Context: an optimization exercise on an open-source flow, tuned for a short achievable clock period and few clock cycles. The choices shown serve that exercise and are no tape-out recipe.
RTL that was checked went through simulation tests only; none was proved equivalent to the original.
The RTL of runs 1 to 3 was laid out without a check of its function.
Power figures rest on the tool's default switching activity, not on a simulated workload.

[design/flow/config.mk]
export PLATFORM = sky130hd
export DESIGN_NAME = cpu_top
export DESIGN_NICKNAME = cpu_top
export VERILOG_FILES = /design/flow/design.v
export SDC_FILE = /design/flow/constraint.sdc
export NUM_CORES = 4
export LEC_CHECK = 0
export ABC_CLOCK_PERIOD_IN_PS = 2000
export CAP_MARGIN = 20
export CORE_MARGIN = 2
export CORE_UTILIZATION = 40
export SETUP_SLACK_MARGIN = 5
export SLEW_MARGIN = 20
export TNS_END_PERCENT = 100
[design/flow/constraint.sdc]
create_clock -name core_clock -period 7.0 [get_ports {clk}]
set_input_delay 1.4000 -clock core_clock [delete_from_list [all_inputs] [get_ports {clk}]]
set_output_delay 1.4000 -clock core_clock [all_outputs]
set_load 0.01 [all_outputs]
[design/flow/design.v]
package cpu_isa_pkg;
  typedef enum logic [3:0] {
    NOP  = 4'h0,
    ADD  = 4'h1,
    SUB  = 4'h2,
    AND  = 4'h3,
    OR   = 4'h4,
    XOR  = 4'h5,
    LDI  = 4'h6,
    JMP  = 4'h7,
    JZ   = 4'h8,
    JNZ  = 4'h9,
    LD   = 4'ha,
    ST   = 4'hb,
    HALT = 4'hf
  } opcode_e;
  typedef enum logic [2:0] {
    ALU_ADD = 3'd0,
    ALU_SUB = 3'd1,
    ALU_AND = 3'd2,
    ALU_OR  = 3'd3,
    ALU_XOR = 3'd4,
    ALU_IMM = 3'd5
  } alu_op_e;
  typedef enum logic {
    SRC_ALU = 1'b0,
    SRC_BUS = 1'b1
  } wb_src_e;
  typedef struct packed {
    opcode_e               opcode;
    logic [4-1:0] rd;
    logic [4-1:0] ra;
    logic [4-1:0] rb;
  } instr_t;
  typedef struct packed {
    logic    reg_we;
    wb_src_e wb_src;
    alu_op_e alu_op;
    logic    flag_load;
    logic    fetch_en;
    logic    branch_take;
    logic    bus_start;
    logic    bus_we;
  } ctrl_t;
endpackage
package cpu_bus_pkg;
  typedef struct packed {
    logic                  cyc;
    logic                  stb;
    logic                  we;
    logic [16-1:0] adr;
    logic [16-1:0] dat;
  } wb_req_t;
  typedef struct packed {
    logic                   ack;
    logic [16-1:0] dat;
  } wb_rsp_t;
endpackage
module cpu_fetch
(
  input  logic                 clk,
  input  logic                 reset,
  input  logic                 hold,
  input  logic                 flag,
  input  logic [1:0]           redirect,
  input  logic [10-1:0] redirect_pc0,
  input  logic [10-1:0] redirect_pc1,
  input  logic [1:0]           take,
  input  logic [10-1:0] target,
  output logic [10-1:0] pc,
  output logic [10-1:0] pc_inc
);
  logic [10-1:0] pc_nxt0;
  logic [10-1:0] pc_nxt1;
  assign pc_inc = pc + 1'b1;
  assign pc_nxt0 = redirect[0] ? redirect_pc0 : (take[0] ? target : pc_inc);
  assign pc_nxt1 = redirect[1] ? redirect_pc1 : (take[1] ? target : pc_inc);
  always_ff @(posedge clk or posedge reset)
  begin
    if (reset)
      pc <= '0;
    else if (!hold)
      pc <= flag ? pc_nxt1 : pc_nxt0;
  end
endmodule
module cpu_regfile
(
  input  logic                   clk,
  input  logic                   reset,
  input  logic                   we,
  input  logic [4-1:0]  wa,
  input  logic [16-1:0] wdata,
  input  logic [(1 << 4)-1:1]   sel1,
  input  logic [(1 << 4)-1:1]   sel2,
  output logic [16-1:0] rd1,
  output logic [16-1:0] rd2
);
  localparam int NREGS = 1 << 4;
  logic [16-1:0] regs [1:NREGS-1];
  always_ff @(posedge clk or posedge reset)
  begin
    if (reset)
    begin
      for (int i = 1; i < NREGS; i++)
        regs[i] <= '0;
    end
    else
    begin
      for (int i = 1; i < NREGS; i++)
        if (we && wa == i)
          regs[i] <= wdata;
    end
  end
  always_comb
  begin
    rd1 = '0;
    rd2 = '0;
    for (int i = 1; i < NREGS; i++)
    begin
      rd1 = rd1 | (regs[i] & {16{sel1[i]}});
      rd2 = rd2 | (regs[i] & {16{sel2[i]}});
    end
  end
endmodule
module cpu_alu
(
  input  logic [4:0]             op,
  input  logic                   inv,
  input  logic                   d_inv,
  input  logic [16-1:0] a,
  input  logic [16-1:0] b,
  input  logic [16-1:0] ld,
  input  logic [16-1:0] zt,
  output logic [16-1:0] y,
  output logic [16-1:0] y_inv,
  output logic                   zero
);
  localparam int W = 16;
  logic [W-1:0] p;
  logic [W-1:0] g;
  logic [W-1:0] gg [0:4];
  logic [W-1:0] pp [0:4];
  logic [W-1:0] c;
  logic [W-1:0] lg;
  assign p = a ^ b;
  assign g = a & b;
  assign gg[0] = g;
  assign pp[0] = p;
  for (genvar l = 0; l < 4; l++)
  begin : g_lvl
    for (genvar i = 0; i < W; i++)
    begin : g_bit
      if (i >= (1 << l))
      begin : g_comb
        assign gg[l+1][i] = gg[l][i] | (pp[l][i] & gg[l][i-(1<<l)]);
        assign pp[l+1][i] = pp[l][i] & pp[l][i-(1<<l)];
      end
      else
      begin : g_pass
        assign gg[l+1][i] = gg[l][i];
        assign pp[l+1][i] = pp[l][i];
      end
    end
  end
  assign c = {gg[4][W-2:0], 1'b0};
  always_comb
  begin
    lg = '0;
    if (op[1])
      lg = a & b;
    if (op[2])
      lg = a | b;
    if (op[3])
      lg = p;
    if (op[4])
      lg = ld;
  end
  assign y     = op[0] ? ((p ^ {W{inv}}) ^ c) : lg;
  assign y_inv = op[0] ? ((p ^ {W{inv ^ d_inv}}) ^ c) : (lg ^ {W{d_inv}});
  assign zero = &zt;
endmodule
module cpu_flag_terms
(
  input  logic [4:0]             op,
  input  logic [16-1:0] a,
  input  logic [16-1:0] b,
  output logic [16-1:0] zt
);
  localparam int W = 16;
  logic [W-1:0] p;
  logic [W-1:0] g;
  logic [W-1:0] o;
  assign p = a ^ b;
  assign g = a & b;
  assign o = a | b;
  always_comb
  begin
    for (int i = 0; i < W; i++)
      zt[i] = (op[0] && (p[i] == ((i == 0) ? 1'b0 : o[i-1]))) ||
              (op[1] && p[i]) ||
              (op[2] && !g[i]) ||
              (op[3] && !o[i]) ||
              (op[4] && !p[i]);
  end
endmodule
module cpu_io_master
(
  input  logic                   clk,
  input  logic                   reset,
  input  logic                   start,
  input  logic                   start_we,
  input  logic [16-1:0]  adr,
  input  logic [16-1:0] wdata,
  input  logic                   wb_ack_i,
  output logic                   wb_cyc_o,
  output logic                   wb_stb_o,
  output logic                   wb_we_o,
  output logic [16-1:0]  wb_adr_o,
  output logic [16-1:0] wb_dat_o,
  output logic                   stall
);
  logic                   cyc_q;
  logic                   we_q;
  logic [16-1:0]  adr_q;
  logic [16-1:0] dat_q;
  assign stall = cyc_q && !wb_ack_i;
  always_ff @(posedge clk or posedge reset)
  begin
    if (reset)
      cyc_q <= 1'b0;
    else if (!stall)
      cyc_q <= start;
  end
  always_ff @(posedge clk)
  begin
    if (!stall && start)
    begin
      we_q  <= start_we;
      adr_q <= adr;
      dat_q <= wdata;
    end
  end
  assign wb_cyc_o = cyc_q;
  assign wb_stb_o = cyc_q;
  assign wb_we_o  = we_q;
  assign wb_adr_o = adr_q;
  assign wb_dat_o = dat_q;
endmodule
module cpu_control
(
  input  logic                    clk,
  input  logic                    reset,
  input  logic [16-1:0] instr_word,
  input  logic [10-1:0]    pc_inc,
  input  logic                    stall,
  input  logic                    e_zero,
  output logic                    flag_now,
  output logic [1:0]              f_take,
  output logic [1:0]              redirect,
  output logic [10-1:0]    redirect_pc0,
  output logic [10-1:0]    redirect_pc1,
  output logic [16-1:0] ir_o,
  output logic                    d_ldi,
  output logic                    d_sub,
  output logic                    bus_start,
  output logic                    bus_we,
  output logic [4:0]              d_op,
  output logic [(1 << 4)-1:1]    d_sa,
  output logic [(1 << 4)-1:1]    d_sb,
  output logic                    d_fe_a,
  output logic                    d_fe_b,
  output logic                    d_fw_a,
  output logic                    d_fw_b,
  output logic [4:0]              e_op,
  output logic                    e_inv,
  output logic                    e_we,
  output logic [4-1:0]   e_rd,
  output logic                    e_ld,
  output logic                    halted
);
  cpu_isa_pkg::instr_t f_ins;
  cpu_isa_pkg::instr_t ir;
  assign f_ins = instr_word;
  assign ir_o  = ir;
  logic                 v_d;
  logic                 pred_d;
  logic [10-1:0] pcp1_d;
  logic                 e_sf;
  logic                 flag_q;
  logic d_alu;
  logic d_ld;
  logic d_st;
  logic d_halt;
  logic d_jz;
  logic d_jnz;
  logic d_sf;
  assign flag_now = e_sf ? e_zero : flag_q;
  assign d_alu  = (ir.opcode == cpu_isa_pkg::ADD) || (ir.opcode == cpu_isa_pkg::SUB) ||
                  (ir.opcode == cpu_isa_pkg::AND) || (ir.opcode == cpu_isa_pkg::OR)  ||
                  (ir.opcode == cpu_isa_pkg::XOR);
  assign d_ldi  = (ir.opcode == cpu_isa_pkg::LDI);
  assign d_sub  = (ir.opcode == cpu_isa_pkg::SUB);
  assign d_ld   = (ir.opcode == cpu_isa_pkg::LD);
  assign d_st   = (ir.opcode == cpu_isa_pkg::ST);
  assign d_halt = (ir.opcode == cpu_isa_pkg::HALT);
  assign d_jz   = (ir.opcode == cpu_isa_pkg::JZ);
  assign d_jnz  = (ir.opcode == cpu_isa_pkg::JNZ);
  assign d_sf   = v_d && d_alu;
  assign d_op = {ir.opcode == cpu_isa_pkg::XOR, ir.opcode == cpu_isa_pkg::OR,
                 ir.opcode == cpu_isa_pkg::AND, d_sub, ir.opcode == cpu_isa_pkg::ADD};
  logic d_we;
  logic f_ldi;
  assign d_we  = v_d && (d_alu || d_ldi || d_ld) && (ir.rd != '0);
  assign f_ldi = (f_ins.opcode == cpu_isa_pkg::LDI);
  always_ff @(posedge clk)
  begin
    if (!stall)
    begin
      for (int i = 1; i < (1 << 4); i++)
      begin
        d_sa[i] <= (f_ins.ra == i);
        d_sb[i] <= (f_ins.rb == i);
      end
      d_fe_a <= d_we && (ir.rd == f_ins.ra) && !f_ldi;
      d_fe_b <= d_we && (ir.rd == f_ins.rb) && !f_ldi;
      d_fw_a <= e_we && (e_rd == f_ins.ra);
      d_fw_b <= e_we && (e_rd == f_ins.rb);
    end
  end
  logic f_jmp;
  logic f_jz;
  logic f_jnz;
  logic d_cond;
  assign f_jmp  = (f_ins.opcode == cpu_isa_pkg::JMP);
  assign f_jz   = (f_ins.opcode == cpu_isa_pkg::JZ);
  assign f_jnz  = (f_ins.opcode == cpu_isa_pkg::JNZ);
  assign d_cond = v_d && (d_jz || d_jnz);
  assign f_take[0] = f_jmp || f_jnz;
  assign f_take[1] = f_jmp || (f_jz && !d_sf) || (f_jnz && d_sf);
  assign redirect[0]  = d_cond && (d_jnz != pred_d);
  assign redirect[1]  = d_cond && (d_jz != pred_d);
  assign redirect_pc0 = d_jnz ? ir[10-1:0] : pcp1_d;
  assign redirect_pc1 = d_jz ? ir[10-1:0] : pcp1_d;
  assign bus_start = v_d && (d_ld || d_st);
  assign bus_we    = d_st;
  always_ff @(posedge clk or posedge reset)
  begin
    if (reset)
    begin
      v_d    <= 1'b0;
      ir     <= '0;
      pred_d <= 1'b0;
      pcp1_d <= '0;
      e_we   <= 1'b0;
      e_sf   <= 1'b0;
      e_ld   <= 1'b0;
      halted <= 1'b0;
    end
    else if (!stall)
    begin
      v_d    <= !((flag_now ? redirect[1] : redirect[0]) || (v_d && d_halt) || halted);
      ir     <= f_ins;
      pred_d <= flag_now ? f_take[1] : f_take[0];
      pcp1_d <= pc_inc;
      e_we   <= d_we;
      e_sf   <= d_sf;
      e_ld   <= v_d && d_ld;
      halted <= halted || (v_d && d_halt);
    end
  end
  always_ff @(posedge clk)
  begin
    if (!stall)
    begin
      e_op  <= {d_ld, ir.opcode == cpu_isa_pkg::XOR, ir.opcode == cpu_isa_pkg::OR,
                ir.opcode == cpu_isa_pkg::AND,
                ir.opcode == cpu_isa_pkg::ADD || d_sub || d_ldi};
      e_inv <= d_sub;
      e_rd  <= ir.rd;
    end
  end
  always_ff @(posedge clk or posedge reset)
  begin
    if (reset)
      flag_q <= 1'b0;
    else if (e_sf)
      flag_q <= e_zero;
  end
endmodule
module cpu_top
(
  input  logic                   clk,
  input  logic                   reset,
  input  logic [16-1:0] instr_word,
  output logic [10-1:0]   iaddr,
  input  logic                   wb_ack_i,
  input  logic [16-1:0] wb_dat_i,
  output logic                   wb_cyc_o,
  output logic                   wb_stb_o,
  output logic                   wb_we_o,
  output logic [16-1:0]  wb_adr_o,
  output logic [16-1:0] wb_dat_o,
  output logic                   halted
);
  cpu_isa_pkg::instr_t    ir;
  logic [10-1:0]   pc_inc;
  logic                   stall;
  logic                   flag_now;
  logic [1:0]             f_take;
  logic [1:0]             redirect;
  logic [10-1:0]   redirect_pc0;
  logic [10-1:0]   redirect_pc1;
  logic                   d_ldi;
  logic                   d_sub;
  logic                   bus_start;
  logic                   bus_we;
  logic [4:0]             e_op;
  logic                   e_inv;
  logic                   e_we;
  logic [4-1:0]  e_rd;
  logic                   e_ld;
  logic                   e_zero;
  logic [16-1:0] e_y;
  logic [16-1:0] e_y_inv;
  logic                   w_we;
  logic [4-1:0]  w_rd;
  logic [16-1:0] w_y;
  logic [16-1:0] rf_a;
  logic [16-1:0] rf_b;
  logic [16-1:0] ea;
  logic [16-1:0] eb;
  logic                   fe_a;
  logic                   fe_b;
  logic [16-1:0] a_n;
  logic [16-1:0] b_n;
  logic [16-1:0] a_q;
  logic [16-1:0] b_q;
  logic [4:0]             d_op;
  logic [(1 << 4)-1:1]   d_sa;
  logic [(1 << 4)-1:1]   d_sb;
  logic                   d_fe_a;
  logic                   d_fe_b;
  logic                   d_fw_a;
  logic                   d_fw_b;
  logic [16-1:0] zt_n;
  logic [16-1:0] zt_q;
  cpu_fetch u_fetch (
    .clk         (clk),
    .reset       (reset),
    .hold        (stall),
    .flag        (flag_now),
    .redirect    (redirect),
    .redirect_pc0(redirect_pc0),
    .redirect_pc1(redirect_pc1),
    .take        (f_take),
    .target      (instr_word[10-1:0]),
    .pc          (iaddr),
    .pc_inc      (pc_inc)
  );
  cpu_control u_control (
    .clk         (clk),
    .reset       (reset),
    .instr_word  (instr_word),
    .pc_inc      (pc_inc),
    .stall       (stall),
    .e_zero      (e_zero),
    .flag_now    (flag_now),
    .f_take      (f_take),
    .redirect    (redirect),
    .redirect_pc0(redirect_pc0),
    .redirect_pc1(redirect_pc1),
    .ir_o        (ir),
    .d_ldi       (d_ldi),
    .d_sub       (d_sub),
    .bus_start   (bus_start),
    .bus_we      (bus_we),
    .d_op        (d_op),
    .d_sa        (d_sa),
    .d_sb        (d_sb),
    .d_fe_a      (d_fe_a),
    .d_fe_b      (d_fe_b),
    .d_fw_a      (d_fw_a),
    .d_fw_b      (d_fw_b),
    .e_op        (e_op),
    .e_inv       (e_inv),
    .e_we        (e_we),
    .e_rd        (e_rd),
    .e_ld        (e_ld),
    .halted      (halted)
  );
  always_ff @(posedge clk or posedge reset)
  begin
    if (reset)
      w_we <= 1'b0;
    else
      w_we <= e_we && !stall;
  end
  always_ff @(posedge clk)
  begin
    w_rd <= e_rd;
    w_y  <= e_y;
  end
  cpu_regfile u_regfile (
    .clk   (clk),
    .reset (reset),
    .we    (w_we),
    .wa    (w_rd),
    .wdata (w_y),
    .sel1  (d_sa),
    .sel2  (d_sb),
    .rd1   (rf_a),
    .rd2   (rf_b)
  );
  always_comb
  begin
    ea = (w_we && d_fw_a) ? w_y : rf_a;
    eb = (w_we && d_fw_b) ? w_y : rf_b;
    if (d_ldi)
    begin
      ea = '0;
      eb = {{(16-8){ir.ra[3]}}, ir.ra, ir.rb};
    end
  end
  assign fe_a = d_fe_a;
  assign fe_b = d_fe_b;
  assign a_n = fe_a ? e_y_inv : (ea ^ {16{d_sub}});
  assign b_n = fe_b ? e_y : eb;
  cpu_flag_terms u_flag_terms (
    .op (d_op),
    .a  (a_n),
    .b  (b_n),
    .zt (zt_n)
  );
  always_ff @(posedge clk)
  begin
    a_q  <= a_n;
    b_q  <= b_n;
    zt_q <= zt_n;
  end
  cpu_alu u_alu (
    .op    (e_op),
    .inv   (e_inv),
    .d_inv (d_sub),
    .a     (a_q),
    .b     (b_q),
    .ld    (wb_dat_i),
    .zt    (zt_q),
    .y     (e_y),
    .y_inv (e_y_inv),
    .zero  (e_zero)
  );
  cpu_io_master u_io_master (
    .clk      (clk),
    .reset    (reset),
    .start    (bus_start),
    .start_we (bus_we),
    .adr      (b_n),
    .wdata    (a_n),
    .wb_ack_i (wb_ack_i),
    .wb_cyc_o (wb_cyc_o),
    .wb_stb_o (wb_stb_o),
    .wb_we_o  (wb_we_o),
    .wb_adr_o (wb_adr_o),
    .wb_dat_o (wb_dat_o),
    .stall    (stall)
  );
endmodule
[design/flow/run.sh]
#!/bin/bash
# synth_recipe.tcl (not shown) runs the flow's synth.tcl, then flattens the netlist and writes it again
# the make line also repeats each setting of config.mk as NAME=value (left out here)
make -C /OpenROAD-flow-scripts/flow DESIGN_CONFIG=/design/flow/config.mk WORK_HOME=/design/flow/orfs CLKGATE_MAP_FILE= SYNTH_SCRIPT=/design/flow/synth_recipe.tcl finish
==> out/metrics.cfg, run 1 <==
[layout]
final_nets=2333
fin_util_pct=52.3
area_growth_pct=29.2
layout-drive-gt1-share_pct=39.7
fillCellCount=4779
multiInputGateArea_mm2=0.0122
insertedDiodeCount=0
layout.cells.non_filler=3020
seq_area_mm2=0.0108

[route]
wirelength_mm=82.0
drc=0
wl_met1_mm=33.0
drtAntennaViolNets=0
wl_met3_mm=8.95
wl_per_cell_um=27.1
dr.pass1.iters=8
top_layer=met4
drt_iter0_drc=2375
vias=19075
dr_wl_met2_mm=36.3
vias_per_cell=6.32

[logic_synthesis]
synth_compound_area_share_pct=16.4
ys_ff_latch=429
yosys.area_share.simple_pct=10.0
async_reset_ff_share_pct=66.2
syn_inst=2049
syn_area_per_cell_um2=10.9
synth-seq-area-share_pct=48.4
ys_warn_count=10
post-synth-top-count-cell=dfrtp_1
ys_top_cells_by_count=dfrtp_1, mux2_2, nand2_1
synthesis.nets=2149
yosysTopAreaCell=dfrtp_1
synth_top_family_by_area=compound AO/OA/AOI/OAI gates
ys_types=80
synth-main-ff-cell=dfrtp_1
syn-cell-area_mm2=0.0223
synth_top_area_share_pct=31.9
synth.area.mux_share_pct=14.3
synth_top_cells_by_area=dfrtp_1, mux2_2, edfxtp_1, dfxtp_1, ha_1
synth_edf_count=77
synth_fa_ha_area_share_pct=3.65
synth_xor_area_share_pct=3.30

[worst_setup_path]
cp-end-kind=register
required_ps=7450
reg2reg_slack_ps=3980
cp_max_fo=2
cp-start-kind=register
arrival_ps=3470
critPathKind=register to register

[floorplan]
die_x_um=240
coreArea_mm2=0.0551
start_util_pct=40.5
die_h_um=240
die_area_mm2=0.0576
rows=86
ios=81

[pwr]
p_leak_nw=12.4
ir_worst_vdd_mv=0.199
power.density_mw_per_mm2=392

[place]
gp_congestion=0.890
pre_cts_slack_ps=2470
port_buffers=80
place_inst=2760
hpwl_mm=45.4

[global_routing]
grt_pass1_vias=18878
grt_overflow=0
antenna_found_initial=0
grt_use_total_pct=27.8
grt_pass1_wl_mm=120
grt_max_degree=86

[timing]
holdWs_ps=458
hold_violations=0
setup_viol=0
fin_skew_ps=30.2
drv_slew=0
worst_slack_ps=3980
relSlewSlack_pct=34.8
rsz0062_at_grt=true
period_share_pct=43.2
timing.fmax_mhz=331
finalCriticalPeriod_ps=3020
tns_ps=0
tightest_slew_ps=977

[run_status]
status=timing/DRC/antenna clean

[clocking]
clk_pin_slew_ps=60
ctsHtreeMaxLevel=2
cts_tree=done
clockRootBuffer=clkbuf_16
clk_path_buf_depth=3
cts_sinks=429
postCtsHoldBufs=0
cts_made_buffers=49
clk-insertion-delay-late_ps=620

[run]
max_cap_violations=0

[hold_path]
hold_class=register to register

## cell families after synthesis
logic type      count (synthesis)
compound gates                486
simple gates                  469
flops                         429
mux                           286
buf+inv                       230
xor+xnor                       84
fa+ha+maj                      65
## layout make-up
type	instances	share of cell area, %
repair inverters	2	0.0695
inverters	65	0.921
multi-input cells	1392	42.2
repair buffers	294	10.1
flip-flops and latches	429	37.6
clock buffers	65	4.82
well taps	748	3.25
clock inverters	25	1.04
## power breakdown
| part | total (W) | internal (W) | leakage [nW] | switching [W] |
|---|---|---|---|---|
| clock | 0.00271 | 0.00162 | 0.833 | 0.00110 |
| combinational | 0.00436 | 0.00214 | 6.41 | 0.00223 |
| sequential | 0.00422 | 0.00338 | 5.17 | 0.000836 |
| total | 0.0113 | 0.00713 | 12.4 | 0.00416 |
## metrics by stage
| step | cell area (µm²) | power [W] |
|---|---|---|
| 2_1_floorplan | 23000 | 0.00643 |
| 3_3_place_gp | 24400 | 0.00745 |
| 3_5_place_dp | 24400 | 0.00757 |
| 4_1_cts | 27800 | 0.0109 |
| 5_1_grt | 28800 | 0.0118 |
| 6_report | 28800 | 0.0113 |
## worst max-delay path, cell delays in order (launching register included)
cell and delay, ps:
dfxtp_2 330, inv_2 40, ha_4 230, a21o_1 180, a21o_4 210, a211o_1 250
a31o_1 250, or3_4 420, a31oi_4 230, xnor2_1 100, ha_1 360, nor3_2 50
a21oi_1 130, o211ai_1 110
## state kept, by name, indices dropped and copies added, names as in the netlist, 4 cells and up
register,flops
u_regfile.regs,240
zt_q,16
u_control.ir,16
a_q,16
u_io_master.adr_q,16
w_y,16
u_control.pcp1_d,10
u_control.d_sb,15
u_control.d_sa,15
u_control.e_rd,4
u_fetch.pc,10
b_q,16
w_rd,4
u_control.e_op,5
u_io_master.dat_q,16
## worst paths after layout
kind | start | to | depth (start not counted)
setup / recovery | b_q[10] | zt_q[15] | 13
hold / removal | u_control.e_rd[0] | w_rd[0] | 0
setup reg to reg | b_q[10] | zt_q[15] | 13
hold reg to reg | u_control.e_rd[0] | w_rd[0] | 0
max in group asynchronous | reset | u_regfile.regs[2][6] | 4
min in group asynchronous | reset | u_regfile.regs[4][3] | 3
## cells in the final DEF (no fill, tap or decap), types with 31 or more instances in the layout
| cell type | Yosys | final |
|---|---|---|
| xnor2_1 | 66 | 44 |
| inv_1 | 63 | 43 |
| nand3_1 | 56 | 53 |
| nand4_1 | 44 | 44 |
| buf_2 | 10 | 40 |
| a22oi_1 | 95 | 95 |
| buf_6 | 0 | 42 |
| dfxtp_1 | 68 | 49 |
| a21oi_1 | 58 | 37 |
| edfxtp_1 | 77 | 77 |
| ha_1 | 65 | 40 |
| nor2_1 | 101 | 79 |
| dfrtp_1 | 284 | 272 |
| clkbuf_16 | 0 | 53 |
| a22o_1 | 61 | 61 |
| buf_4 | 1 | 138 |
| mux2_2 | 261 | 251 |
| o211ai_1 | 31 | 31 |
| a221oi_1 | 66 | 56 |
| nand2_1 | 154 | 134 |
## repair_timing
action / 4_1_cts / 5_1_grt
endpoints found under the setup margin: 575 / 454
buffers inserted: 115 / 44
gates cloned: 7 / 4
resized for setup: 414 / 117
pin swaps: 75 / 58
hold endpoints to repair: 0 / 0
## routing by layer
metal / vias up / track usage (%)
met3: 262 / 8.03
li1: 8014 / -
met1: 9632 / 37.5
met4: 0 / 12.2
met5: - / 0
met2: 1167 / 41.4
==> inputs of run 2 (changes only) <==
--- a/design/flow/design.v
+++ b/design/flow/design.v
@@ -63,7 +63,5 @@
   input  logic                 hold,
-  input  logic                 flag,
-  input  logic [1:0]           redirect,
-  input  logic [10-1:0] redirect_pc0,
-  input  logic [10-1:0] redirect_pc1,
-  input  logic [1:0]           take,
+  input  logic                 redirect,
+  input  logic [10-1:0] redirect_pc,
+  input  logic                 take,
   input  logic [10-1:0] target,
@@ -72,7 +70,13 @@
 );
-  logic [10-1:0] pc_nxt0;
-  logic [10-1:0] pc_nxt1;
+  logic [10-1:0] pc_nxt;
   assign pc_inc = pc + 1'b1;
-  assign pc_nxt0 = redirect[0] ? redirect_pc0 : (take[0] ? target : pc_inc);
-  assign pc_nxt1 = redirect[1] ? redirect_pc1 : (take[1] ? target : pc_inc);
+  always_comb
+  begin
+    if (redirect)
+      pc_nxt = redirect_pc;
+    else if (take)
+      pc_nxt = target;
+    else
+      pc_nxt = pc_inc;
+  end
   always_ff @(posedge clk or posedge reset)
@@ -82,3 +86,3 @@
     else if (!hold)
-      pc <= flag ? pc_nxt1 : pc_nxt0;
+      pc <= pc_nxt;
   end
@@ -132,6 +136,4 @@
   input  logic [16-1:0] ld,
-  input  logic [16-1:0] zt,
   output logic [16-1:0] y,
-  output logic [16-1:0] y_inv,
-  output logic                   zero
+  output logic [16-1:0] y_inv
 );
@@ -179,3 +181,2 @@
   assign y_inv = op[0] ? ((p ^ {W{inv ^ d_inv}}) ^ c) : (lg ^ {W{d_inv}});
-  assign zero = &zt;
 endmodule
@@ -255,8 +256,7 @@
   input  logic                    stall,
-  input  logic                    e_zero,
-  output logic                    flag_now,
-  output logic [1:0]              f_take,
-  output logic [1:0]              redirect,
-  output logic [10-1:0]    redirect_pc0,
-  output logic [10-1:0]    redirect_pc1,
+  input  logic                    w_zero,
+  input  logic                    d_pz,
+  output logic                    f_take,
+  output logic                    redirect,
+  output logic [10-1:0]    redirect_pc,
   output logic [16-1:0] ir_o,
@@ -264,4 +264,2 @@
   output logic                    d_sub,
-  output logic                    bus_start,
-  output logic                    bus_we,
   output logic [4:0]              d_op,
@@ -273,2 +271,4 @@
   output logic                    d_fw_b,
+  output logic                    bus_start,
+  output logic                    bus_we,
   output logic [4:0]              e_op,
@@ -277,3 +277,2 @@
   output logic [4-1:0]   e_rd,
-  output logic                    e_ld,
   output logic                    halted
@@ -288,3 +287,10 @@
   logic                 e_sf;
+  logic                 e_br;
+  logic                 e_jz;
+  logic                 e_pred;
+  logic [10-1:0] e_tgt;
+  logic [10-1:0] e_pcp1;
+  logic                 w_sf;
   logic                 flag_q;
+  logic                 flag_w;
   logic d_alu;
@@ -295,4 +301,16 @@
   logic d_jnz;
+  logic d_cond;
   logic d_sf;
-  assign flag_now = e_sf ? e_zero : flag_q;
+  logic d_we;
+  logic d_known;
+  logic d_take;
+  logic red_d;
+  logic e_take;
+  logic red_e;
+  logic d_go;
+  logic f_jmp;
+  logic f_jz;
+  logic f_jnz;
+  logic f_ldi;
+  assign flag_w = w_sf ? w_zero : flag_q;
   assign d_alu  = (ir.opcode == cpu_isa_pkg::ADD) || (ir.opcode == cpu_isa_pkg::SUB) ||
@@ -307,9 +325,25 @@
   assign d_jnz  = (ir.opcode == cpu_isa_pkg::JNZ);
+  assign d_cond = v_d && (d_jz || d_jnz);
   assign d_sf   = v_d && d_alu;
+  assign d_we   = v_d && (d_alu || d_ldi || d_ld) && (ir.rd != '0);
   assign d_op = {ir.opcode == cpu_isa_pkg::XOR, ir.opcode == cpu_isa_pkg::OR,
                  ir.opcode == cpu_isa_pkg::AND, d_sub, ir.opcode == cpu_isa_pkg::ADD};
-  logic d_we;
-  logic f_ldi;
-  assign d_we  = v_d && (d_alu || d_ldi || d_ld) && (ir.rd != '0);
-  assign f_ldi = (f_ins.opcode == cpu_isa_pkg::LDI);
+  assign e_take = e_jz ? flag_w : !flag_w;
+  assign red_e  = e_br && (e_take != e_pred);
+  assign d_known = !e_sf;
+  assign d_take  = d_jz ? flag_w : !flag_w;
+  assign red_d   = d_cond && d_known && (d_take != pred_d);
+  assign d_go    = v_d && !red_e;
+  assign redirect    = red_e || red_d;
+  assign redirect_pc = red_e ? (e_take ? e_tgt : e_pcp1) :
+                       (d_take ? ir[10-1:0] : pcp1_d);
+  assign f_jmp   = (f_ins.opcode == cpu_isa_pkg::JMP);
+  assign f_jz    = (f_ins.opcode == cpu_isa_pkg::JZ);
+  assign f_jnz   = (f_ins.opcode == cpu_isa_pkg::JNZ);
+  assign f_ldi   = (f_ins.opcode == cpu_isa_pkg::LDI);
+  logic f_zero;
+  assign f_zero  = d_sf ? d_pz : (!e_sf && flag_w);
+  assign f_take  = f_jmp || (f_jz && f_zero) || (f_jnz && !f_zero);
+  assign bus_start = d_go && (d_ld || d_st);
+  assign bus_we    = d_st;
   always_ff @(posedge clk)
@@ -329,18 +363,2 @@
   end
-  logic f_jmp;
-  logic f_jz;
-  logic f_jnz;
-  logic d_cond;
-  assign f_jmp  = (f_ins.opcode == cpu_isa_pkg::JMP);
-  assign f_jz   = (f_ins.opcode == cpu_isa_pkg::JZ);
-  assign f_jnz  = (f_ins.opcode == cpu_isa_pkg::JNZ);
-  assign d_cond = v_d && (d_jz || d_jnz);
-  assign f_take[0] = f_jmp || f_jnz;
-  assign f_take[1] = f_jmp || (f_jz && !d_sf) || (f_jnz && d_sf);
-  assign redirect[0]  = d_cond && (d_jnz != pred_d);
-  assign redirect[1]  = d_cond && (d_jz != pred_d);
-  assign redirect_pc0 = d_jnz ? ir[10-1:0] : pcp1_d;
-  assign redirect_pc1 = d_jz ? ir[10-1:0] : pcp1_d;
-  assign bus_start = v_d && (d_ld || d_st);
-  assign bus_we    = d_st;
   always_ff @(posedge clk or posedge reset)
@@ -355,3 +373,3 @@
       e_sf   <= 1'b0;
-      e_ld   <= 1'b0;
+      e_br   <= 1'b0;
       halted <= 1'b0;
@@ -360,10 +378,10 @@
     begin
-      v_d    <= !((flag_now ? redirect[1] : redirect[0]) || (v_d && d_halt) || halted);
+      v_d    <= !(redirect || (v_d && d_halt) || halted);
       ir     <= f_ins;
-      pred_d <= flag_now ? f_take[1] : f_take[0];
+      pred_d <= f_take;
       pcp1_d <= pc_inc;
-      e_we   <= d_we;
-      e_sf   <= d_sf;
-      e_ld   <= v_d && d_ld;
-      halted <= halted || (v_d && d_halt);
+      e_we   <= d_we && !red_e;
+      e_sf   <= d_sf && !red_e;
+      e_br   <= d_cond && !d_known && !red_e;
+      halted <= halted || (d_go && d_halt);
     end
@@ -374,7 +392,11 @@
     begin
-      e_op  <= {d_ld, ir.opcode == cpu_isa_pkg::XOR, ir.opcode == cpu_isa_pkg::OR,
-                ir.opcode == cpu_isa_pkg::AND,
-                ir.opcode == cpu_isa_pkg::ADD || d_sub || d_ldi};
-      e_inv <= d_sub;
-      e_rd  <= ir.rd;
+      e_op   <= {d_ld, ir.opcode == cpu_isa_pkg::XOR, ir.opcode == cpu_isa_pkg::OR,
+                 ir.opcode == cpu_isa_pkg::AND,
+                 ir.opcode == cpu_isa_pkg::ADD || d_sub || d_ldi};
+      e_inv  <= d_sub;
+      e_rd   <= ir.rd;
+      e_jz   <= d_jz;
+      e_pred <= pred_d;
+      e_tgt  <= ir[10-1:0];
+      e_pcp1 <= pcp1_d;
     end
@@ -384,5 +406,12 @@
     if (reset)
+    begin
+      w_sf   <= 1'b0;
       flag_q <= 1'b0;
-    else if (e_sf)
-      flag_q <= e_zero;
+    end
+    else
+    begin
+      w_sf <= e_sf;
+      if (w_sf)
+        flag_q <= w_zero;
+    end
   end
@@ -407,7 +436,5 @@
   logic                   stall;
-  logic                   flag_now;
-  logic [1:0]             f_take;
-  logic [1:0]             redirect;
-  logic [10-1:0]   redirect_pc0;
-  logic [10-1:0]   redirect_pc1;
+  logic                   f_take;
+  logic                   redirect;
+  logic [10-1:0]   redirect_pc;
   logic                   d_ldi;
@@ -420,4 +447,6 @@
   logic [4-1:0]  e_rd;
-  logic                   e_ld;
-  logic                   e_zero;
+  logic                   w_zero;
+  logic [4:0]             d_op;
+  logic                   d_pz;
+  logic [16-1:0] zt_d;
   logic [16-1:0] e_y;
@@ -437,3 +466,2 @@
   logic [16-1:0] b_q;
-  logic [4:0]             d_op;
   logic [(1 << 4)-1:1]   d_sa;
@@ -444,4 +472,2 @@
   logic                   d_fw_b;
-  logic [16-1:0] zt_n;
-  logic [16-1:0] zt_q;
   cpu_fetch u_fetch (
@@ -450,6 +476,4 @@
     .hold        (stall),
-    .flag        (flag_now),
     .redirect    (redirect),
-    .redirect_pc0(redirect_pc0),
-    .redirect_pc1(redirect_pc1),
+    .redirect_pc (redirect_pc),
     .take        (f_take),
@@ -465,8 +489,7 @@
     .stall       (stall),
-    .e_zero      (e_zero),
-    .flag_now    (flag_now),
+    .w_zero      (w_zero),
+    .d_pz        (d_pz),
     .f_take      (f_take),
     .redirect    (redirect),
-    .redirect_pc0(redirect_pc0),
-    .redirect_pc1(redirect_pc1),
+    .redirect_pc (redirect_pc),
     .ir_o        (ir),
@@ -474,5 +497,5 @@
     .d_sub       (d_sub),
+    .d_op        (d_op),
     .bus_start   (bus_start),
     .bus_we      (bus_we),
-    .d_op        (d_op),
     .d_sa        (d_sa),
@@ -487,3 +510,2 @@
     .e_rd        (e_rd),
-    .e_ld        (e_ld),
     .halted      (halted)
@@ -502,2 +524,3 @@
   end
+  assign w_zero = (w_y == '0);
   cpu_regfile u_regfile (
@@ -525,10 +548,11 @@
   assign fe_b = d_fe_b;
-  assign a_n = fe_a ? e_y_inv : (ea ^ {16{d_sub}});
-  assign b_n = fe_b ? e_y : eb;
   cpu_flag_terms u_flag_terms (
     .op (d_op),
-    .a  (a_n),
-    .b  (b_n),
-    .zt (zt_n)
+    .a  (ea ^ {16{d_sub}}),
+    .b  (eb),
+    .zt (zt_d)
   );
+  assign d_pz = &zt_d;
+  assign a_n = fe_a ? e_y_inv : (ea ^ {16{d_sub}});
+  assign b_n = fe_b ? e_y : eb;
   always_ff @(posedge clk)
@@ -537,3 +561,2 @@
     b_q  <= b_n;
-    zt_q <= zt_n;
   end
@@ -546,6 +569,4 @@
     .ld    (wb_dat_i),
-    .zt    (zt_q),
     .y     (e_y),
-    .y_inv (e_y_inv),
-    .zero  (e_zero)
+    .y_inv (e_y_inv)
   );
==> run 2 against run 1 <==
Compared with the run above: highest routed layer is now met5; critical path type unchanged; critical path depth is 5 higher; core utilization is 1.9 points higher; routed wire length is 7.5% higher; first-iteration DRC count is 15% higher; cell area is 6.5% higher; worst hold slack worse by 6.7 ps; sequential share of layout area is 1.2 points lower.
==> out/metrics.cfg, run 2 <==
[layout]
largest_register_ffs=240  ; unchanged
layout-drive-gt1-share_pct=40.7  ; was 39.7%
final_cell_mix=dfrtp_1, mux2_2, buf_4  ; unchanged
layout.cells.non_filler=3175  ; was 3020
fillCellCount=4777  ; was 4779
top_register=u_regfile.regs  ; unchanged
mostFrequentLayoutCell=dfrtp_1  ; unchanged
design_area_mm2=0.0307  ; was 0.0288 mm²
area_growth_pct=33.3  ; was 29.2%
final_nets=2482  ; was 2333
seq_area_mm2=0.0112  ; was 0.0108 mm²
insertedDiodeCount=0  ; unchanged
multiInputGateArea_mm2=0.0127  ; was 0.0122 mm²

[timing]
hold_violations=0  ; unchanged
tns_ps=0  ; unchanged
rsz0062_at_grt=true  ; unchanged
relSlewSlack_pct=29.7  ; was 34.8%
setup_viol=0  ; unchanged
timing.fmax_mhz=246  ; was 331 MHz
holdWs_ps=451  ; was 458 ps
tightest_slew_ps=1050  ; was 977 ps
finalCriticalPeriod_ps=4060  ; was 3020 ps
fin_skew_ps=15.8  ; was 30.2 ps
period_share_pct=58.0  ; was 43.2%
drv_slew=0  ; unchanged

[floorplan]
start_util_pct=40.6  ; was 40.5%
die_h_um=244  ; was 240 µm
die_x_um=244  ; was 240 µm
ios=81  ; unchanged
coreArea_mm2=0.0566  ; was 0.0551 mm²
rows=87  ; was 86
die_area_mm2=0.0594  ; was 0.0576 mm²

[place]
place_inst=2830  ; was 2760
hpwl_mm=50.0  ; was 45.4 mm
gp_congestion=0.913  ; was 0.890
place_area_mm2=0.0249  ; was 0.0244 mm²
port_buffers=80  ; unchanged

[logic_synthesis]
synth-seq-area-share_pct=48.3  ; was 48.4%
synth-main-ff-cell=dfrtp_1  ; unchanged
ys_types=80  ; unchanged
async_reset_ff_share_pct=65.7  ; was 66.2%
ys_ff_latch=435  ; was 429
yosysTopAreaCell=dfrtp_1  ; unchanged
syn_inst=2130  ; was 2049
post-synth-top-count-cell=dfrtp_1  ; unchanged
synth_edf_count=97  ; was 77
ys_top_cells_by_count=dfrtp_1, mux2_2, clkbuf_1  ; was dfrtp_1, mux2_2, nand2_1
synth_top_cells_by_area=dfrtp_1, edfxtp_1, mux2_2, dfxtp_1, a22oi_1  ; was dfrtp_1, mux2_2, edfxtp_1, dfxtp_1, ha_1
synthesis.nets=2230  ; was 2149
syn-cell-area_mm2=0.0230  ; was 0.0223 mm²
ys_warn_count=10  ; unchanged
syn_area_per_cell_um2=10.8  ; was 10.9 µm²
synth_top_area_share_pct=31.1  ; was 31.9%

[worst_setup_path]
arrival_ps=4530  ; was 3470 ps
crit_chain=buf_6, a22o_1, a221oi_2, nand4_1, o22ai_4, nand2_1, o21ai_2, ha_2, nor2_1, or3_1, o2111ai_2, o2111ai_2, nor4_4, buf_6, buf_6, nor4_4, o211ai_1, o211ai_1  ; was inv_2, ha_4, a21o_1, a21o_4, a211o_1, a31o_1, or3_4, a31oi_4, xnor2_1, ha_1, nor3_2, a21oi_1, o211ai_1
required_ps=7470  ; was 7450 ps
cp-start-kind=register  ; unchanged
critPathKind=register to register  ; unchanged
crit_family=compound AO/OA/AOI/OAI gates  ; unchanged
crit_path_max_incr_delay_ps=500  ; was 420 ps
crit_slowest_cell=edfxtp_1  ; was or3_4
crit_top_cell=buf_6
cp-end-kind=register  ; unchanged
cp_max_fo=6  ; was 2
crit_buf_inv=3  ; was 1

[clocking]
clk_pin_slew_ps=70  ; was 60 ps
clk-insertion-delay-late_ps=610  ; was 620 ps
clk_path_buf_depth=3  ; unchanged
cts_tree=done  ; unchanged
cts_made_buffers=48  ; was 49
cts_sinks=435  ; was 429
clockRootBuffer=clkbuf_16  ; unchanged
ctsHtreeMaxLevel=2  ; unchanged

[pwr]
power.density_mw_per_mm2=367  ; was 392 mW/mm²
p_leak_nw=13.4  ; was 12.4 nW
power_w=0.0113  ; about the same
pwr-share-seq_pct=36.8  ; was 37.3%
internal_power_w=0.00707  ; was 0.00713 W
comb_power_share_pct=39.5  ; was 38.6%
p_sw_w=0.00419  ; was 0.00416 W
swShare_pct=37.2  ; was 36.8%
ir_worst_vdd_mv=0.211  ; was 0.199 mV
pwr-share-clk_pct=23.7  ; was 24.0%

[run_status]
status=timing/DRC/antenna clean  ; unchanged

[route]
drc=0  ; unchanged
drtAntennaViolNets=0  ; unchanged
vias_per_cell=6.31  ; was 6.32
wl_per_cell_um=27.7  ; was 27.1 µm
dr.pass1.iters=7  ; was 8
vias=20032  ; was 19075
drt_iter0_drc=2727  ; was 2375
wirelength_mm=88.1  ; was 82.0 mm

[global_routing]
grt_use_total_pct=28.8  ; was 27.8%
antenna_found_initial=1  ; was 0
grt_pass1_wl_mm=129  ; was 120 mm
grt_max_degree=125  ; was 86
grt_overflow=0  ; unchanged
grt_pass1_vias=19585  ; was 18878

[hold_path]
hold_class=register to register  ; unchanged

[run]
max_cap_violations=0  ; unchanged

run 2: through the flow:
step | util [%] | worst slack (ps)
finish | 54.2 | 2940
global route | 54.2 | 2860
CTS | 52.3 | 3060
detailed placement | 44.0 | 1570
global placement | 44.0 | 1680
floorplan | - | 1810
run 2: power by group through the flow:
stage               combinational, W  sequential [W]  clock, W
finish                       0.00444         0.00415   0.00267
global route                 0.00468         0.00422   0.00280
CTS                          0.00392         0.00413   0.00269
detailed placement           0.00300         0.00424         0
global placement             0.00293         0.00422         0
floorplan                    0.00234         0.00376         0
run 2: worst paths after layout:
kind,start,end,slack [ps],depth (start not counted)
max reg2reg,u_control.d_sa[12],u_fetch.pc[1],2940,18
max in group asynchronous,reset,u_regfile.regs[13][0],5040,3
max,u_control.d_sa[12],u_fetch.pc[1],2940,18
min,u_control.e_rd[2],w_rd[2],450,0
min reg2reg,u_control.e_rd[2],w_rd[2],450,0
min in group asynchronous,reset,u_control.ir[6],1440,3
run 2: logic make-up after synthesis:
family,Yosys count,synth area share (%)
simple gates,531,11.3
flops,435,48.3
compound gates,464,15.2
buf+inv,266,4.52
fa+ha+maj,65,3.54
mux,290,14.0
xor+xnor,79,3.10
run 2: per-layer routing:
| layer | share of wire, % | vias up | global-route usage (%) |
|---|---|---|---|
| met5 | 0.068 | - | 0 |
| met4 | 5.5 | 2 | 14.5 |
| met3 | 10 | 317 | 6.44 |
| met2 | 44 | 1277 | 43.1 |
| met1 | 40 | 10033 | 39.2 |
| li1 | - | 8403 | - |
run 2: final cells by class:
| class | instances | area share (%) |
|---|---|---|
| clock buffers | 71 | 4.63 |
| clock inverters | 16 | 0.739 |
| inverters | 78 | 1.09 |
| multi-input cells | 1435 | 41.3 |
| flip-flops and latches | 435 | 36.4 |
| well taps | 756 | 3.09 |
| repair buffers | 380 | 12.6 |
| repair inverters | 4 | 0.216 |
run 2: repair_timing:
action | 4_1_cts | 5_1_grt
pin swaps | 92 | 79
cloned | 20 | 4
setup buffers | 182 | 51
gates resized for setup | 515 | 135
hold buffers | 0 | 0
endpoints found under the setup margin | 501 | 498
==> inputs of run 3 (changes only) <==
--- a/design/flow/design.v
+++ b/design/flow/design.v
@@ -211,2 +211,3 @@
   input  logic                   start,
+  input  logic                   load,
   input  logic                   start_we,
@@ -236,3 +237,3 @@
   begin
-    if (!stall && start)
+    if (!stall && load)
     begin
@@ -272,2 +273,3 @@
   output logic                    bus_start,
+  output logic                    bus_load,
   output logic                    bus_we,
@@ -330,3 +332,3 @@
                  ir.opcode == cpu_isa_pkg::AND, d_sub, ir.opcode == cpu_isa_pkg::ADD};
-  assign e_take = e_jz ? flag_w : !flag_w;
+  assign e_take = e_jz ? w_zero : !w_zero;
   assign red_e  = e_br && (e_take != e_pred);
@@ -347,2 +349,3 @@
   assign bus_start = d_go && (d_ld || d_st);
+  assign bus_load  = v_d && (d_ld || d_st);
   assign bus_we    = d_st;
@@ -442,2 +445,3 @@
   logic                   bus_start;
+  logic                   bus_load;
   logic                   bus_we;
@@ -499,2 +503,3 @@
     .bus_start   (bus_start),
+    .bus_load    (bus_load),
     .bus_we      (bus_we),
@@ -576,2 +581,3 @@
     .start    (bus_start),
+    .load     (bus_load),
     .start_we (bus_we),
==> run 3 against run 2 <==
Compared with the run above: clock power barely moved; routed wire length is 0.62% higher; total power grew 21%; largest power group unchanged; critical endpoint is now u_fetch.pc[0]; sequential cell count did not move; core utilization grew 0.60 points; highest routed layer is now met4; via count down 0.15%; register-to-register slack worse by 160 ps; critical path depth unchanged.
==> out/metrics.cfg, run 3 <==
[clocking]
ctsHtreeMaxLevel=2  ; unchanged
clockRootBuffer=clkbuf_16  ; unchanged
cts_made_buffers=48  ; unchanged
clk-insertion-delay-late_ps=620  ; was 610 ps
clk_path_buf_depth=3  ; unchanged
cts_tree=done  ; unchanged
cts_sinks=435  ; unchanged
clk_pin_slew_ps=60  ; was 70 ps

[logic_synthesis]
synth_top_cells_by_area=dfrtp_1, mux2_2, edfxtp_1, a22oi_1, dfxtp_1  ; was dfrtp_1, edfxtp_1, mux2_2, dfxtp_1, a22oi_1
synth_edf_count=97  ; unchanged
synthesis.nets=2188  ; was 2230
synth-main-ff-cell=dfrtp_1  ; unchanged
ys_top_cells_by_count=dfrtp_1, mux2_2, nand2_1  ; was dfrtp_1, mux2_2, clkbuf_1
async_reset_ff_share_pct=65.7  ; unchanged
synth_top_area_share_pct=31.2  ; was 31.1%
syn-cell-area_mm2=0.0229  ; was 0.0230 mm²
syn_inst=2088  ; was 2130
ys_ff_latch=435  ; unchanged
ys_types=92  ; was 80
post-synth-top-count-cell=dfrtp_1  ; unchanged
syn_area_per_cell_um2=11.0  ; was 10.8 µm²
synth-seq-area-share_pct=48.4  ; was 48.3%
ys_warn_count=10  ; unchanged
yosysTopAreaCell=dfrtp_1  ; unchanged

[timing]
setup_viol=0  ; unchanged
holdWs_ps=468  ; was 451 ps
tns_ps=0  ; unchanged
relSlewSlack_pct=31.1  ; was 29.7%
fin_skew_ps=29.7  ; was 15.8 ps
drv_slew=0  ; unchanged
timing.fmax_mhz=237  ; was 246 MHz
period_share_pct=60.3  ; was 58.0%
hold_violations=0  ; unchanged
finalCriticalPeriod_ps=4220  ; was 4060 ps
rsz0062_at_grt=true  ; unchanged
tightest_slew_ps=1020  ; was 1050 ps

[worst_setup_path]
crit_path_max_incr_delay_ps=500  ; about the same
crit_slowest_cell=edfxtp_1  ; unchanged
ff2ff_path_depth=18  ; unchanged
crit_buf_inv=4  ; was 3
crit_chain=buf_6, buf_4, a22oi_1, nand4_1, o22ai_2, nand2_1, o21ai_2, inv_2, ha_1, nor4_2, a311oi_1, a211o_1, nor4_4, a21oi_2, buf_4, o221a_4, or2_0, a221o_1  ; was buf_6, a22o_1, a221oi_2, nand4_1, o22ai_4, nand2_1, o21ai_2, ha_2, nor2_1, or3_1, o2111ai_2, o2111ai_2, nor4_4, buf_6, buf_6, nor4_4, o211ai_1, o211ai_1
cp-end-kind=register  ; unchanged
crit_family=compound AO/OA/AOI/OAI gates  ; unchanged
crit_top_cell=buf_4  ; was buf_6
arrival_ps=4710  ; was 4530 ps
critical_path_depth=18  ; unchanged
cp_max_fo=6  ; unchanged
critPathKind=register to register  ; unchanged
cp-start-kind=register  ; unchanged
required_ps=7490  ; was 7470 ps

[route]
dr.pass1.iters=8  ; was 7
drtAntennaViolNets=0  ; unchanged
drc=0  ; unchanged
dr_wl_met2_mm=39.2  ; was 38.7 mm
wl_met3_mm=8.91  ; was 9.01 mm
drt_iter0_drc=2492  ; was 2727
top_layer=met4  ; was met5
wl_met1_mm=35.2  ; was 35.4 mm
vias_per_cell=6.32  ; was 6.31
wl_per_cell_um=28.0  ; was 27.7 µm
wirelength_mm=88.6  ; was 88.1 mm
vias=20002  ; was 20032

[layout]
fin_util_pct=54.8  ; was 54.2%
final_nets=2471  ; was 2482
area_growth_pct=34.9  ; was 33.3%
top_register=u_regfile.regs  ; unchanged
final_cell_mix=dfrtp_1, mux2_2, buf_4  ; unchanged
design_area_mm2=0.0309  ; was 0.0307 mm²
layout-drive-gt1-share_pct=43.4  ; was 40.7%
largest_register_ffs=240  ; unchanged
mostFrequentLayoutCell=dfrtp_1  ; unchanged

[pwr]
power.density_mw_per_mm2=439  ; was 367 mW/mm²
p_leak_nw=13.4  ; about the same
ir_worst_vdd_mv=0.207  ; was 0.211 mV
comb_power_share_pct=46.9  ; was 39.5%
pwr-share-seq_pct=33.6  ; was 36.8%
p_sw_w=0.00534  ; was 0.00419 W
swShare_pct=39.3  ; was 37.2%
pwr-share-clk_pct=19.6  ; was 23.7%
power_w=0.0136  ; was 0.0113 W
internal_power_w=0.00824  ; was 0.00707 W

[global_routing]
grt_use_total_pct=28.9  ; was 28.8%
grt_pass1_vias=19411  ; was 19585
grt_overflow=0  ; unchanged
grt_pass1_wl_mm=128  ; was 129 mm
grt_max_degree=44  ; was 125
antenna_found_initial=1  ; unchanged

[floorplan]
die_x_um=243  ; was 244 µm
die_h_um=243  ; was 244 µm
coreArea_mm2=0.0565  ; was 0.0566 mm²
rows=87  ; unchanged
die_area_mm2=0.0593  ; was 0.0594 mm²
start_util_pct=40.6  ; about the same
ios=81  ; unchanged

[hold_path]
hold_depth=0  ; unchanged
hold_class=register to register  ; unchanged

[place]
hpwl_mm=48.6  ; was 50.0 mm
gp_congestion=0.952  ; was 0.913
port_buffers=80  ; unchanged
place_area_mm2=0.0248  ; was 0.0249 mm²

[run]
max_cap_violations=0  ; unchanged

[run_status]
status=timing/DRC/antenna clean  ; unchanged

[run 3: stage by stage]
step                      cells  worst slack [ps]
after floorplan            2088              1810
after global placement     2787              1750
after detailed placement   2787              1640
after CTS                  3086              2930
after global routing       3166              2710
final                      3167              2780
[run 3: final cells by class]
| cell class | instances | area, µm² |
|---|---|---|
| diodes | 1 | 2.50 |
| multi-input cells | 1390 | 12600 |
| clock buffers | 67 | 1420 |
| clock inverters | 22 | 230 |
| repair buffers | 410 | 4180 |
| repair inverters | 4 | 45.0 |
| inverters | 82 | 345 |
| well taps | 756 | 946 |
| fillers | 4582 | 25600 |
| flip-flops and latches | 435 | 11200 |
[run 3: cell families (layout without fill, tap and decap cells)]
kind of cell | Yosys count | count (layout) | synth area share, %
multiplexers | 306 | 306 | 14.8
adder cells (fa/ha/maj) | 65 | 65 | 3.54
buffers and inverters | 267 | 585 | 4.78
flip-flops | 435 | 435 | 48.4
XOR/XNOR | 82 | 82 | 3.34
other | 0 | 1 | 0
AO/OA/AOI/OAI | 472 | 473 | 15.3
AND/OR/NAND/NOR | 461 | 464 | 9.78
[run 3: worst paths after layout]
kind	to	from	slack [ps]
hold / removal	u_control.w_sf	u_control.e_sf	470
min in group asynchronous	u_regfile.regs[15][5]	reset	1010
setup reg to reg	u_fetch.pc[0]	u_control.d_sb[2]	2780
hold reg to reg	u_control.w_sf	u_control.e_sf	470
setup / recovery	u_fetch.pc[0]	u_control.d_sb[2]	2780
max in group asynchronous	u_control.ir[12]	reset	5380
[run 3: timing repair]
action	4_1_cts	5_1_grt
setup endpoints to repair	574	387
pin swaps	100	85
cloned	16	4
setup buffers	194	75
hold buffers	0	0
gates resized for setup	533	119
[run 3: worst register-to-register path, delay by kind of cell (launching register included)]
kind | cells | cell delay [ps]
AND/OR/NAND/NOR | 5 | 1040
buffers and inverters | 4 | 640
adder cells (fa/ha/maj) | 1 | 330
flip-flops | 1 | 500
AO/OA/AOI/OAI | 8 | 1610
[run 3: routing by layer]
| layer | vias to the layer above | GRT usage, % |
|---|---|---|
| met2 | 1272 | 43.8 |
| met3 | 354 | 7.33 |
| met4 | 0 | 14.8 |
| met5 | - | 0 |
| li1 | 8316 | - |
| met1 | 10060 | 38.2 |
[run 3: power by group through the flow]
stage | Combinational [W] | Clock [W] | Sequential, W
floorplan | 0.00320 | 0 | 0.00408
global placement | 0.00415 | 0 | 0.00458
detailed placement | 0.00422 | 0 | 0.00461
CTS | 0.00561 | 0.00267 | 0.00449
global route | 0.00669 | 0.00279 | 0.00465
finish | 0.00636 | 0.00266 | 0.00456
==> inputs of run 4 (changes only) <==
--- a/design/flow/design.v
+++ b/design/flow/design.v
@@ -258,3 +258,4 @@
   input  logic                    w_zero,
-  input  logic                    d_pz,
+  input  logic                    e_zero,
+  input  logic                    e_exact,
   output logic                    f_take,
@@ -297,2 +298,3 @@
   logic                 flag_w;
+  logic                 flag_e;
   logic d_alu;
@@ -334,4 +336,5 @@
   assign red_e  = e_br && (e_take != e_pred);
-  assign d_known = !e_sf;
-  assign d_take  = d_jz ? flag_w : !flag_w;
+  assign flag_e = e_sf ? e_zero : flag_w;
+  assign d_known = !e_sf || e_exact;
+  assign d_take  = d_jz ? flag_e : !flag_e;
   assign red_d   = d_cond && d_known && (d_take != pred_d);
@@ -346,3 +349,3 @@
   logic f_zero;
-  assign f_zero  = d_sf ? d_pz : (!e_sf && flag_w);
+  assign f_zero  = !d_sf && d_known && flag_e;
   assign f_take  = f_jmp || (f_jz && f_zero) || (f_jnz && !f_zero);
@@ -453,4 +456,6 @@
   logic [4:0]             d_op;
-  logic                   d_pz;
   logic [16-1:0] zt_d;
+  logic [16-1:0] zt_q;
+  logic                   zx_q;
+  logic                   e_zero;
   logic [16-1:0] e_y;
@@ -494,3 +499,4 @@
     .w_zero      (w_zero),
-    .d_pz        (d_pz),
+    .e_zero      (e_zero),
+    .e_exact     (zx_q),
     .f_take      (f_take),
@@ -529,2 +535,3 @@
   end
+  assign e_zero = &zt_q;
   assign w_zero = (w_y == '0);
@@ -559,3 +566,2 @@
   );
-  assign d_pz = &zt_d;
   assign a_n = fe_a ? e_y_inv : (ea ^ {16{d_sub}});
@@ -566,2 +572,4 @@
     b_q  <= b_n;
+    zt_q <= zt_d;
+    zx_q <= !(fe_a || fe_b);
   end
==> run 4 against run 3 <==
Compared with the run above: sequential cell count rose by 17; worst setup slack improved by 1600 ps; synthesized area rose by 1.1%; global-route usage barely moved; clock skew fell by 8.9 ps; register-to-register slack improved by 1600 ps; critical path depth fell by 6; via count rose by 0.68%; clock power rose by 5%; fmax rose by 61%; non-clock buffer count fell by 31; critical endpoint is now zt_q[9]; highest routed layer unchanged.
==> out/metrics.cfg, run 4 <==
[floorplan]
die_area_mm2=0.0599  ; was 0.0593 mm²
ios=81  ; unchanged
die_h_um=245  ; was 243 µm
rows=88  ; was 87
coreArea_mm2=0.0575  ; was 0.0565 mm²
start_util_pct=40.3  ; was 40.6%
die_x_um=245  ; was 243 µm

[logic_synthesis]
synth_top_area_share_pct=30.9  ; was 31.2%
synth_edf_count=97  ; unchanged
synth_top_cells_by_area=dfrtp_1, edfxtp_1, mux2_2, dfxtp_1, a22oi_1  ; was dfrtp_1, mux2_2, edfxtp_1, a22oi_1, dfxtp_1
syn-cell-area_mm2=0.0232  ; was 0.0229 mm²
yosysTopAreaCell=dfrtp_1  ; unchanged
syn_inst=2131  ; was 2088
async_reset_ff_share_pct=63.3  ; was 65.7%
ys_top_cells_by_count=dfrtp_1, mux2_2, nand2_1  ; unchanged
synth-main-ff-cell=dfrtp_1  ; unchanged
synth-seq-area-share_pct=49.4  ; was 48.4%
synthesis.nets=2231  ; was 2188
ys_types=85  ; was 92
ys_ff_latch=452  ; was 435
post-synth-top-count-cell=dfrtp_1  ; unchanged
syn_area_per_cell_um2=10.9  ; was 11.0 µm²
ys_warn_count=10  ; unchanged

[worst_setup_path]
critPathKind=register to register  ; unchanged
ff2ff_path_depth=12  ; was 18
required_ps=7440  ; was 7490 ps
arrival_ps=3060  ; was 4710 ps
cp-end-kind=register  ; unchanged
cp-start-kind=register  ; unchanged
cp_max_fo=8  ; was 6

[clocking]
cts_made_buffers=50  ; was 48
cts_tree=done  ; unchanged
cts_sinks=452  ; was 435
clk_path_buf_depth=3  ; unchanged
clk_pin_slew_ps=60  ; about the same
postCtsHoldBufs=0  ; unchanged
ctsHtreeMaxLevel=2  ; unchanged
clockRootBuffer=clkbuf_16  ; unchanged
clk-insertion-delay-late_ps=610  ; was 620 ps

[route]
drc=0  ; unchanged
drt_iter0_drc=2798  ; was 2492
wl_per_cell_um=27.7  ; was 28.0 µm
drtAntennaViolNets=0  ; unchanged
wirelength_mm=88.5  ; was 88.6 mm
dr.pass1.iters=6  ; was 8
vias=20139  ; was 20002
vias_per_cell=6.31  ; was 6.32

[layout]
top_register=u_regfile.regs  ; unchanged
insertedDiodeCount=0  ; was 1
fin_util_pct=54.7  ; was 54.8%
layout-drive-gt1-share_pct=44.9  ; was 43.4%
design_area_mm2=0.0314  ; was 0.0309 mm²
largest_register_ffs=240  ; unchanged
area_growth_pct=35.6  ; was 34.9%
final_cell_mix=dfrtp_1, mux2_2, buf_4  ; unchanged
final_nets=2489  ; was 2471
mostFrequentLayoutCell=dfrtp_1  ; unchanged

[pwr]
p_leak_nw=13.4  ; about the same
ir_worst_vdd_mv=0.279  ; was 0.207 mV
power.density_mw_per_mm2=391  ; was 439 mW/mm²
power_w=0.0123  ; was 0.0136 W

[global_routing]
grt_use_total_pct=28.9  ; about the same
grt_pass1_wl_mm=130  ; was 128 mm
antenna_found_initial=0  ; was 1
grt_overflow=0  ; unchanged
grt_pass1_vias=20131  ; was 19411
grt_max_degree=75  ; was 44

[place]
place_area_mm2=0.0253  ; was 0.0248 mm²
pre_cts_slack_ps=3120  ; was 1640 ps
port_buffers=80  ; unchanged
hpwl_mm=47.7  ; was 48.6 mm
gp_congestion=0.890  ; was 0.952

[run]
max_cap_violations=0  ; unchanged

[timing]
setup_viol=0  ; unchanged
relSlewSlack_pct=38.4  ; was 31.1%
hold_violations=0  ; unchanged
rsz0062_at_grt=true  ; unchanged
tightest_slew_ps=921  ; was 1020 ps
drv_slew=0  ; unchanged
fin_skew_ps=20.8  ; was 29.7 ps
tns_ps=0  ; unchanged
period_share_pct=37.5  ; was 60.3%
timing.fmax_mhz=381  ; was 237 MHz
worst_slack_ps=4370  ; was 2780 ps
finalCriticalPeriod_ps=2630  ; was 4220 ps

[run_status]
status=timing/DRC/antenna clean  ; unchanged

[hold_path]
hold_class=register to register  ; unchanged
hold_depth=0  ; unchanged

[run 4: cell types whose count changed after synthesis, sizes merged, moves of 9 or more]
cell,change
o211ai,+22
dfxtp,+17
mux2,-16
a21oi,+15
nand3,+15
o22ai,-10
nor3,+9
[run 4: repair_timing]
item                       in CTS  in global routing
gates cloned                   18                  3
buffers inserted              187                 52
resized for setup             576                121
pin swaps                     149                 95
setup endpoints to repair     639                356
[run 4: metrics by stage]
stage          std cells  hold slack [ps]
6_report            3193              445
3_5_place_dp        2842              433
4_1_cts             3138              443
5_1_grt             3193              462
2_1_floorplan       2131              407
3_3_place_gp        2841              430
[run 4: routing by layer]
| layer | wire length (µm) | vias up | GRT usage (%) |
|---|---|---|---|
| met4 | 5170 | 0 | 14.3 |
| li1 | - | 8428 | - |
| met5 | 0 | - | 0 |
| met2 | 39200 | 1304 | 44.2 |
| met1 | 34300 | 10087 | 37.8 |
| met3 | 9790 | 320 | 7.62 |
[run 4: path summary, 6_finish.rpt]
kind	startpoint	end	slack (ps)
hold / removal	u_control.e_rd[2]	w_rd[2]	450
hold reg to reg	u_control.e_rd[2]	w_rd[2]	450
max in group asynchronous	reset	u_regfile.regs[3][9]	5060
setup reg to reg	u_control.d_sa[4]	zt_q[9]	4370
min in group asynchronous	reset	u_regfile.regs[13][13]	1270
setup / recovery	u_control.d_sa[4]	zt_q[9]	4370
[run 4: worst max-delay path, stage by stage, from the launching register on]
cell	delay, ps
edfxtp_1	430
buf_12	190
a22o_1	220
a221oi_2	200
nand4_1	180
o22ai_2	210
mux2i_2	300
inv_1	90
ha_2	200
nor2_2	80
nor3_1	60
a21oi_1	170
o211ai_1	120
[run 4: area by class of cell]
type	count	area, µm²
fillers	4737	26000
multi-input cells	1417	12900
flip-flops and latches	452	11500
repair buffers	379	3870
clock buffers	60	1350
well taps	765	957
clock inverters	31	372
inverters	85	364
repair inverters	4	45.0
[run 4: kinds of logic after synthesis]
family	synth area share, %
muxes	13.5
adders and majority gates	3.51
AOI/OAI and AO/OA	15.5
and+or+nand+nor	10.4
buffers and inverters	4.64
xor gates and xnor gates	3.09
DFF	49.4
[run 4: power breakdown]
part | internal, W | switching, W
clock network | 0.00164 | 0.00114
registers | 0.00365 | 0.000870
logic | 0.00242 | 0.00256
Testbench counts of run 4, summed over its fixed seeds: cycles 41,800.

[what the ideal ports hide]
The results above use ideal ports. As a check the final layouts listed here were re-extracted and re-timed, cells and wires unchanged.
Step 1 sets driving cells, clkbuf_16 on the clock port and buf_2 on the other inputs (assumed; they add their load-dependent delay and slew).
Step 2 moves the port delays by t, midway between the first and last clock arrival at a register: inputs arrive t later, outputs are due t later. That takes back most of the time a late clock gives input paths.
Three values: no drivers, after step 1, after step 2; two values: the first two.
| run | t (ns) | setup WS [ns] | worst slew at a driven data input, ns | pins driven straight from the clock port |
|---|---|---|---|---|
| run 1 | 0.663 | 3.978 / 3.978 / 3.436 | 0.04 | 1 |
| run 2 | 0.662 | 2.942 / 2.942 / 2.942 | 0.05 | 1 |
| run 3 | 0.663 | 2.779 / 2.779 / 2.779 | 0.04 | 1 |
| run 4 | 0.661 | 4.374 / 4.343 / 4.007 | 0.04 | 1 |
After both steps every run listed still meets setup and hold. The setup slack of run 1, which loses most, moves by 0.000 ns with the drivers and by -0.542 ns with both steps.
